Source: an optimization exercise on an open RTL-to-GDS flow (aim: small area). Production flows keep margins and buffers that such runs may drop. The RTL was checked by simulation tests, not by an equivalence proof against the original design. No driver is modelled on the clock port, so clocking that relies on it looks cheaper here than on a real chip. Power and IR drop assume default switching activity.

Design core_top, start of the top module:
module core_top (
    input  logic                    clk,
    input  logic                    arst_n,
    input  logic                    psel,
    input  logic                    penable,
    input  logic                    pwrite,
    input  logic [8-1:0] paddr,
    input  logic [32-1:0]   pwdata,
    output logic [32-1:0]   prdata,
    output logic                    pready,
    output logic                    pslverr
);
Size: ~2700 cells after synthesis, roughly 1100 flip-flops, about 79 I/O pins.
clock: 8.0 ns
lec_check: 0
cap_margin: 0
core_margin: 2
core_utilization: 50
cts_buf_list: sky130_fd_sc_hd__clkbuf_2 sky130_fd_sc_hd__clkbuf_4
gpl_timing_driven: 0
place_density: 0.65
slew_margin: 0
run.sh (not shown) runs the stock make flow with config.mk's settings and CLKGATE_MAP_FILE= SYNTH_SCRIPT=/design/flow/synth_recipe.tcl, a recipe that flattens the netlist after the stock synthesis.
The first run finished with capacitance limit, slew limit, setup timing left.
Rerun with:
- CTS_BUF_LIST: sky130_fd_sc_hd__clkbuf_2 sky130_fd_sc_hd__clkbuf_4 -> sky130_fd_sc_hd__clkbuf_4
- GPL_TIMING_DRIVEN: 0 -> default
The changed run passed the timing, DRC and antenna checks; setup slack improves by 420 ps; worst hold slack hardly moves; design area shrinks by about 0.7%; clock skew shrinks by 12 ps; sequential cell count is unchanged; routed wire length shrinks by about 1.8%; core utilization shrinks by 0.45 points; synthesized area does not change.
Rerun with:
- CAP_MARGIN: 0 -> 20
- CORE_UTILIZATION: 50 -> 30
- CTS_BUF_LIST: sky130_fd_sc_hd__clkbuf_4 -> default
- PLACE_DENSITY: 0.65 -> 0.5
- SLEW_MARGIN: 0 -> 20
Core utilization shrinks by 24 points; non-clock buffer count goes down by 24; routed wire length is higher by 6.6%; die area climbs by 66%; global-route usage drops by 14 points; maximum frequency is about the same; register-to-register slack improves by 120 ps; worst hold slack gets worse by 3.7 ps.

========
Setup of exp/xenon:
Another version of the RTL of core_top (not shown whole).
Size in the first run: about 2300 cells after synthesis, about 1100 flip-flops, ~79 I/O pins.
export LEC_CHECK = 0
export CAP_MARGIN = 20
export CORE_MARGIN = 2
export CORE_UTILIZATION = 35
export CTS_BUF_LIST = sky130_fd_sc_hd__clkbuf_4
export CTS_CLUSTER_DIAMETER = 40
export CTS_CLUSTER_SIZE = 10
export GPL_TIMING_DRIVEN = 0
export PLACE_DENSITY = 0.55
export SETUP_SLACK_MARGIN = 0.6
export SLEW_MARGIN = 20
create_clock -name core_clock -period 8.0 [get_ports {clk}]
standard.sh (not shown) runs the stock make flow with config.mk's settings and CLKGATE_MAP_FILE= SYNTH_SCRIPT=/design/flow/synth_recipe.tcl, a recipe that flattens the netlist after the stock synthesis.
==> flow/flow/run.sh <==
#!/bin/bash
# Standard synthesis, unchanged; then the standard layout with these changes to
# how it is made:
#  - clock tree: sink clusters of up to 10 on clkbuf_4, and no dummy loads
#  - port buffers: sky130_fd_sc_hd__buf_1 on every input and output port
#  - buffers from synthesis are removed before global placement
#    (flow/place_prep.tcl), and repair may not use buffers larger than buf_4
#    (flow/dont_use.tcl, run before each repairing step)
set -euo pipefail
bash standard.sh synth > synth.log 2>&1
export CTS_ARGS='-sink_clustering_enable -repair_clock_nets -sink_clustering_size 10 -sink_clustering_max_diameter 40 -buf_list {sky130_fd_sc_hd__clkbuf_4} -dont_use_dummy_load'
export BUFFER_PORTS_ARGS="-inputs -outputs -buffer_cell sky130_fd_sc_hd__buf_1"
DU="$PWD/flow/dont_use.tcl"
export PRE_FLOORPLAN_TCL="$DU" PRE_GLOBAL_PLACE_TCL="$PWD/flow/place_prep.tcl" PRE_RESIZE_TCL="$DU" PRE_DETAIL_PLACE_TCL="$DU" PRE_CTS_TCL="$DU" PRE_REPAIR_TIMING_POST_PLACE_TCL="$DU" PRE_DETAIL_ROUTE_TCL="$DU"
bash standard.sh > layout.log 2>&1
==> flow/flow/dont_use.tcl <==
# Keep repair from using the largest buffers, so it fixes slew with smaller ones.
set_dont_use {sky130_fd_sc_hd__buf_6 sky130_fd_sc_hd__buf_8 sky130_fd_sc_hd__buf_12 sky130_fd_sc_hd__buf_16 sky130_fd_sc_hd__bufbuf_8 sky130_fd_sc_hd__bufbuf_16 sky130_fd_sc_hd__clkbuf_16}
==> flow/flow/place_prep.tcl <==
# Before global placement: drop the buffers that synthesis inserted, so that
# repair (limited to small buffers by dont_use.tcl) buffers the nets itself.
source [file join [file dirname [info script]] dont_use.tcl]
remove_buffers
exp/xenon completed end to end with timing, DRC and antenna clean.
diff inputs: exp/xenon => exp/cedar
==> flow/run.sh (new file) <==
#!/bin/bash
# synth_recipe.tcl (not shown) runs the flow's synth.tcl, then flattens the netlist and writes it again
# the make line also repeats each setting of config.mk as NAME=value (left out here)
make -C /OpenROAD-flow-scripts/flow DESIGN_CONFIG=/design/flow/config.mk WORK_HOME=/design/flow/orfs CLKGATE_MAP_FILE= SYNTH_SCRIPT=/design/flow/synth_recipe.tcl finish
==> flow/config.mk <==
export PLATFORM = sky130hd
export DESIGN_NAME = core_top
export DESIGN_NICKNAME = core_top
export VERILOG_FILES = /design/flow/design.v
export SDC_FILE = /design/flow/constraint.sdc
export NUM_CORES = 4
export LEC_CHECK = 0
export CAP_MARGIN = 15
export CORE_MARGIN = 2
export CORE_UTILIZATION = 45
export CTS_BUF_LIST = sky130_fd_sc_hd__clkbuf_4 sky130_fd_sc_hd__clkbuf_8
export CTS_CLUSTER_DIAMETER = 50
export CTS_CLUSTER_SIZE = 12
export GPL_TIMING_DRIVEN = 0
export PLACE_DENSITY = 0.6
export SLEW_MARGIN = 15
removed: flow/flow/run.sh
removed: flow/flow/dont_use.tcl
removed: flow/flow/place_prep.tcl
removed: flow/standard.sh
## What came out
The flow completed for exp/cedar, but it is not clean: the layout still shows setup timing.
exp/cedar gives more minimum clock period after layout than exp/xenon did.
Of exp/cedar and exp/xenon, it is exp/cedar that has the higher wire length of the first global-routing pass.
exp/cedar vs exp/xenon, highest signal layer in the routed design: met5 vs met4
Compared exp/xenon against exp/cedar; share of synthesized cell area in and, or, nand and nor gates within noise.
Of exp/cedar and exp/xenon, it is exp/cedar that has the lower cell count.
Going from exp/xenon to exp/cedar, the fraction of area in registers was found to have gone down by 3.0 points.
Changes in exp/violet relative to exp/cedar:
-- flow/config.mk --
<<< exp/cedar, line 15
export PLACE_DENSITY = 0.6
export SLEW_MARGIN = 15
>>> exp/violet, line 15
export PLACE_DENSITY = 0.6
export SETUP_SLACK_MARGIN = 0.6
export SLEW_MARGIN = 15
--- outcome ---
None of the runs exp/violet and exp/cedar ends with a clean layout.
exp/cedar -> stages 100% | layout checks FAIL | setup timing
The via count was comparable across exp/violet and exp/cedar.
Compared exp/violet against exp/cedar; buffer levels on the longest clock path within noise.
| sequential share of layout area | exp/violet vs exp/cedar | ≈ equal |
Relative to exp/violet, the following input files were edited for exp/raven:
==> flow/flow/run.sh (new file) <==
#!/bin/bash
# Standard synthesis, unchanged; then the standard layout with these changes to
# how it is made:
#  - clock tree: sink clusters of up to 10 on clkbuf_4, and no dummy loads
#  - port buffers: sky130_fd_sc_hd__buf_1 on every input and output port
#  - buffers from synthesis are removed before global placement
#    (flow/place_prep.tcl), and repair may not use buffers larger than buf_4
#    (flow/dont_use.tcl, run before each repairing step)
set -euo pipefail
bash standard.sh synth > synth.log 2>&1
export CTS_ARGS='-sink_clustering_enable -repair_clock_nets -sink_clustering_size 10 -sink_clustering_max_diameter 35 -buf_list {sky130_fd_sc_hd__clkbuf_4} -dont_use_dummy_load'
export BUFFER_PORTS_ARGS="-inputs -outputs -buffer_cell sky130_fd_sc_hd__buf_1"
DU="$PWD/flow/dont_use.tcl"
export PRE_FLOORPLAN_TCL="$DU" PRE_GLOBAL_PLACE_TCL="$PWD/flow/place_prep.tcl" PRE_RESIZE_TCL="$DU" PRE_DETAIL_PLACE_TCL="$DU" PRE_CTS_TCL="$DU" PRE_REPAIR_TIMING_POST_PLACE_TCL="$DU" PRE_DETAIL_ROUTE_TCL="$DU"
bash standard.sh > layout.log 2>&1
==> flow/flow/dont_use.tcl (new file) <==
# Keep repair from using the largest buffers, so it fixes slew with smaller ones.
set_dont_use {sky130_fd_sc_hd__buf_6 sky130_fd_sc_hd__buf_8 sky130_fd_sc_hd__buf_12 sky130_fd_sc_hd__buf_16 sky130_fd_sc_hd__bufbuf_8 sky130_fd_sc_hd__bufbuf_16 sky130_fd_sc_hd__clkbuf_16}
==> flow/flow/place_prep.tcl (new file) <==
# Before global placement: drop the buffers that synthesis inserted, so that
# repair (limited to small buffers by dont_use.tcl) buffers the nets itself.
source [file join [file dirname [info script]] dont_use.tcl]
remove_buffers
==> flow/standard.sh (new file) <==
#!/bin/bash
# synth_recipe.tcl (not shown) runs the flow's synth.tcl, then flattens the netlist and writes it again
# the make line also repeats each setting of config.mk as NAME=value (left out here)
make -C /OpenROAD-flow-scripts/flow DESIGN_CONFIG=/design/flow/config.mk WORK_HOME=/design/flow/orfs CLKGATE_MAP_FILE= SYNTH_SCRIPT=/design/flow/synth_recipe.tcl "${@:-finish}"
==> flow/config.mk <==
export PLATFORM = sky130hd
export DESIGN_NAME = core_top
export DESIGN_NICKNAME = core_top
export VERILOG_FILES = /design/flow/design.v
export SDC_FILE = /design/flow/constraint.sdc
export NUM_CORES = 4
export LEC_CHECK = 0
export CAP_MARGIN = 25
export CORE_MARGIN = 2
export CORE_UTILIZATION = 40
export CTS_BUF_LIST = sky130_fd_sc_hd__clkbuf_4
export CTS_CLUSTER_DIAMETER = 35
export CTS_CLUSTER_SIZE = 10
export GPL_TIMING_DRIVEN = 0
export PLACE_DENSITY = 0.6
export SETUP_SLACK_MARGIN = 0.6
export SLEW_MARGIN = 25
removed: flow/run.sh
==> run summary <==
Comparing exp/raven and exp/violet, the one run not ending clean was exp/violet.
What the final checks of exp/violet revealed, after a flow that finished every stage, was a layout that fails on capacitance limit, slew limit.
Delta(worst hold slack, exp/raven - exp/violet) > 0
exp/violet has a higher power spent charging and discharging nets than exp/raven.
[exp/raven vs exp/violet] critical path depth: higher in exp/raven
Compared with exp/violet, in exp/raven die span in x up 6.0%; required time of the worst setup path up 0.38 ns; detail-routed net length per standard cell down 6.0 microns.
Relative to exp/raven, the following input files were edited for exp/zinc:
-- flow/flow/run.sh --
<<< exp/raven, line 10
bash standard.sh synth > synth.log 2>&1
export CTS_ARGS='-sink_clustering_enable -repair_clock_nets -sink_clustering_size 10 -sink_clustering_max_diameter 35 -buf_list {sky130_fd_sc_hd__clkbuf_4} -dont_use_dummy_load'
export BUFFER_PORTS_ARGS="-inputs -outputs -buffer_cell sky130_fd_sc_hd__buf_1"
>>> exp/zinc, line 10
bash standard.sh synth > synth.log 2>&1
export CTS_ARGS='-sink_clustering_enable -repair_clock_nets -sink_clustering_size 10 -sink_clustering_max_diameter 40 -buf_list {sky130_fd_sc_hd__clkbuf_4} -dont_use_dummy_load'
export BUFFER_PORTS_ARGS="-inputs -outputs -buffer_cell sky130_fd_sc_hd__buf_1"
==> flow/config.mk <==
export PLATFORM = sky130hd
export DESIGN_NAME = core_top
export DESIGN_NICKNAME = core_top
export VERILOG_FILES = /design/flow/design.v
export SDC_FILE = /design/flow/constraint.sdc
export NUM_CORES = 4
export LEC_CHECK = 0
export CAP_MARGIN = 25
export CORE_MARGIN = 2
export CORE_UTILIZATION = 35
export CTS_BUF_LIST = sky130_fd_sc_hd__clkbuf_4
export CTS_CLUSTER_DIAMETER = 40
export CTS_CLUSTER_SIZE = 10
export GPL_TIMING_DRIVEN = 0
export PLACE_DENSITY = 0.55
export SETUP_SLACK_MARGIN = 0.6
export SLEW_MARGIN = 25
Notes after the runs:
exp/zinc: no failed stages, no open violations at the end. In the tables for exp/raven and exp/zinc, number of clock buffers inserted by TritonCTS reads higher with exp/raven. exp/zinc against exp/raven: placement-stage cell area picked up an extra 270 sq um; area added between synthesis and finish picked up an extra 0.47 points; sequential cell area neither gained nor lost much; logic gate share of total power neither gained nor lost much. Launch point of the worst path = ra_en: exp/raven; launch point of the worst path = ra[3]: exp/zinc. Going from exp/raven to exp/zinc, power density over cell area saw a decrease, share of the cycle needed by the critical path after routing decreased 1.5 points.
Changes in exp/pepper relative to exp/zinc:
==> flow/flow/run.sh <==
#!/bin/bash
# Standard synthesis, unchanged; then the standard layout with three changes to
# how it is made:
#  - clock tree: sink clusters of up to 10 on clkbuf_4, and no dummy loads
#  - port buffers: sky130_fd_sc_hd__buf_1 on every input and output port
#  - repair after synthesis may not use buffers larger than buf_4
#    (flow/dont_use.tcl, run before each repairing step)
set -euo pipefail
bash standard.sh synth > synth.log 2>&1
export CTS_ARGS='-sink_clustering_enable -repair_clock_nets -sink_clustering_size 10 -sink_clustering_max_diameter 40 -buf_list {sky130_fd_sc_hd__clkbuf_4} -dont_use_dummy_load'
export BUFFER_PORTS_ARGS="-inputs -outputs -buffer_cell sky130_fd_sc_hd__buf_1"
DU="$PWD/flow/dont_use.tcl"
export PRE_FLOORPLAN_TCL="$DU" PRE_GLOBAL_PLACE_TCL="$DU" PRE_RESIZE_TCL="$DU" PRE_DETAIL_PLACE_TCL="$DU" PRE_CTS_TCL="$DU" PRE_REPAIR_TIMING_POST_PLACE_TCL="$DU" PRE_DETAIL_ROUTE_TCL="$DU"
bash standard.sh > layout.log 2>&1
removed: flow/flow/place_prep.tcl
--- outcome ---
- Portion of the layout cell area used by non-clock buffers in exp/pepper is 0.22 points higher than in exp/zinc
- The overall power was comparable across exp/zinc and exp/pepper.
- met2 wirelength from detailed routing is higher on exp/pepper
- The lower relative area change from synthesis to final layout came out of exp/pepper.
- Going from exp/zinc to exp/pepper, fmax saw a decrease; clock period minus final worst setup slack saw an increase; number of global-route vias before repair saw an increase; global-route usage saw an increase.
- Proportion of synthesized flip-flops having asynchronous set or reset: exp/pepper vs exp/zinc identical
- Comparing met2 global-route usage for exp/zinc and exp/pepper, the bigger number came from exp/pepper.
- Between exp/zinc and exp/pepper, count of clock-buffer cells in the layout decreased.

## what the ideal ports hide
The flow's constraints put no driver on any port. The routed layouts listed below were extracted and timed again, unchanged, in two steps.
Step 1: set_driving_cell puts a clkbuf_16 on clk and a buf_2 on each other input, an assumption about the parent block.
Step 2 times the ports against the registers' clock, not the clock port: input delays grow and output delays shrink by t, the midpoint of the rising clock arrivals with the driver on.
Slacks: no drivers / after step 1 / after step 2; pairs: no drivers / after step 1.
run	shift t [ns]	slack for setup (ns)	worst setup path at the end	clock arrival spread, ns	cell pins on the clock port's net
the first run of note 1	1.171	-0.075 / -0.097 / -1.153	input to register	0.140 / 0.140	1
the second run of note 1	1.232	0.349 / 0.323 / -0.578	input to register	0.128 / 0.128	1
the third run of note 1	0.776	0.350 / 0.396 / -0.379	input to register	0.059 / 0.059	1
exp/xenon	1.060	0.909 / 0.909 / 0.909	register to register	0.125 / 0.125	1
exp/cedar	0.821	-0.035 / -0.035 / -0.035	register to register	0.049 / 0.049	1
exp/violet	0.820	0.504 / 0.504 / 0.504	register to register	0.051 / 0.051	1
exp/raven	1.065	0.796 / 0.796 / 0.796	register to register	0.135 / 0.136	1
exp/zinc	1.092	0.916 / 0.916 / 0.916	register to register	0.147 / 0.147	1
exp/pepper	1.109	0.768 / 0.768 / 0.768	register to register	0.116 / 0.116	1
Met with ideal ports but missed after step 2: setup timing in the second run of note 1 and the third run of note 1. For the first run of note 1, which loses most, drivers alone change the setup slack by -0.022 ns; drivers and shift together by -1.078 ns.
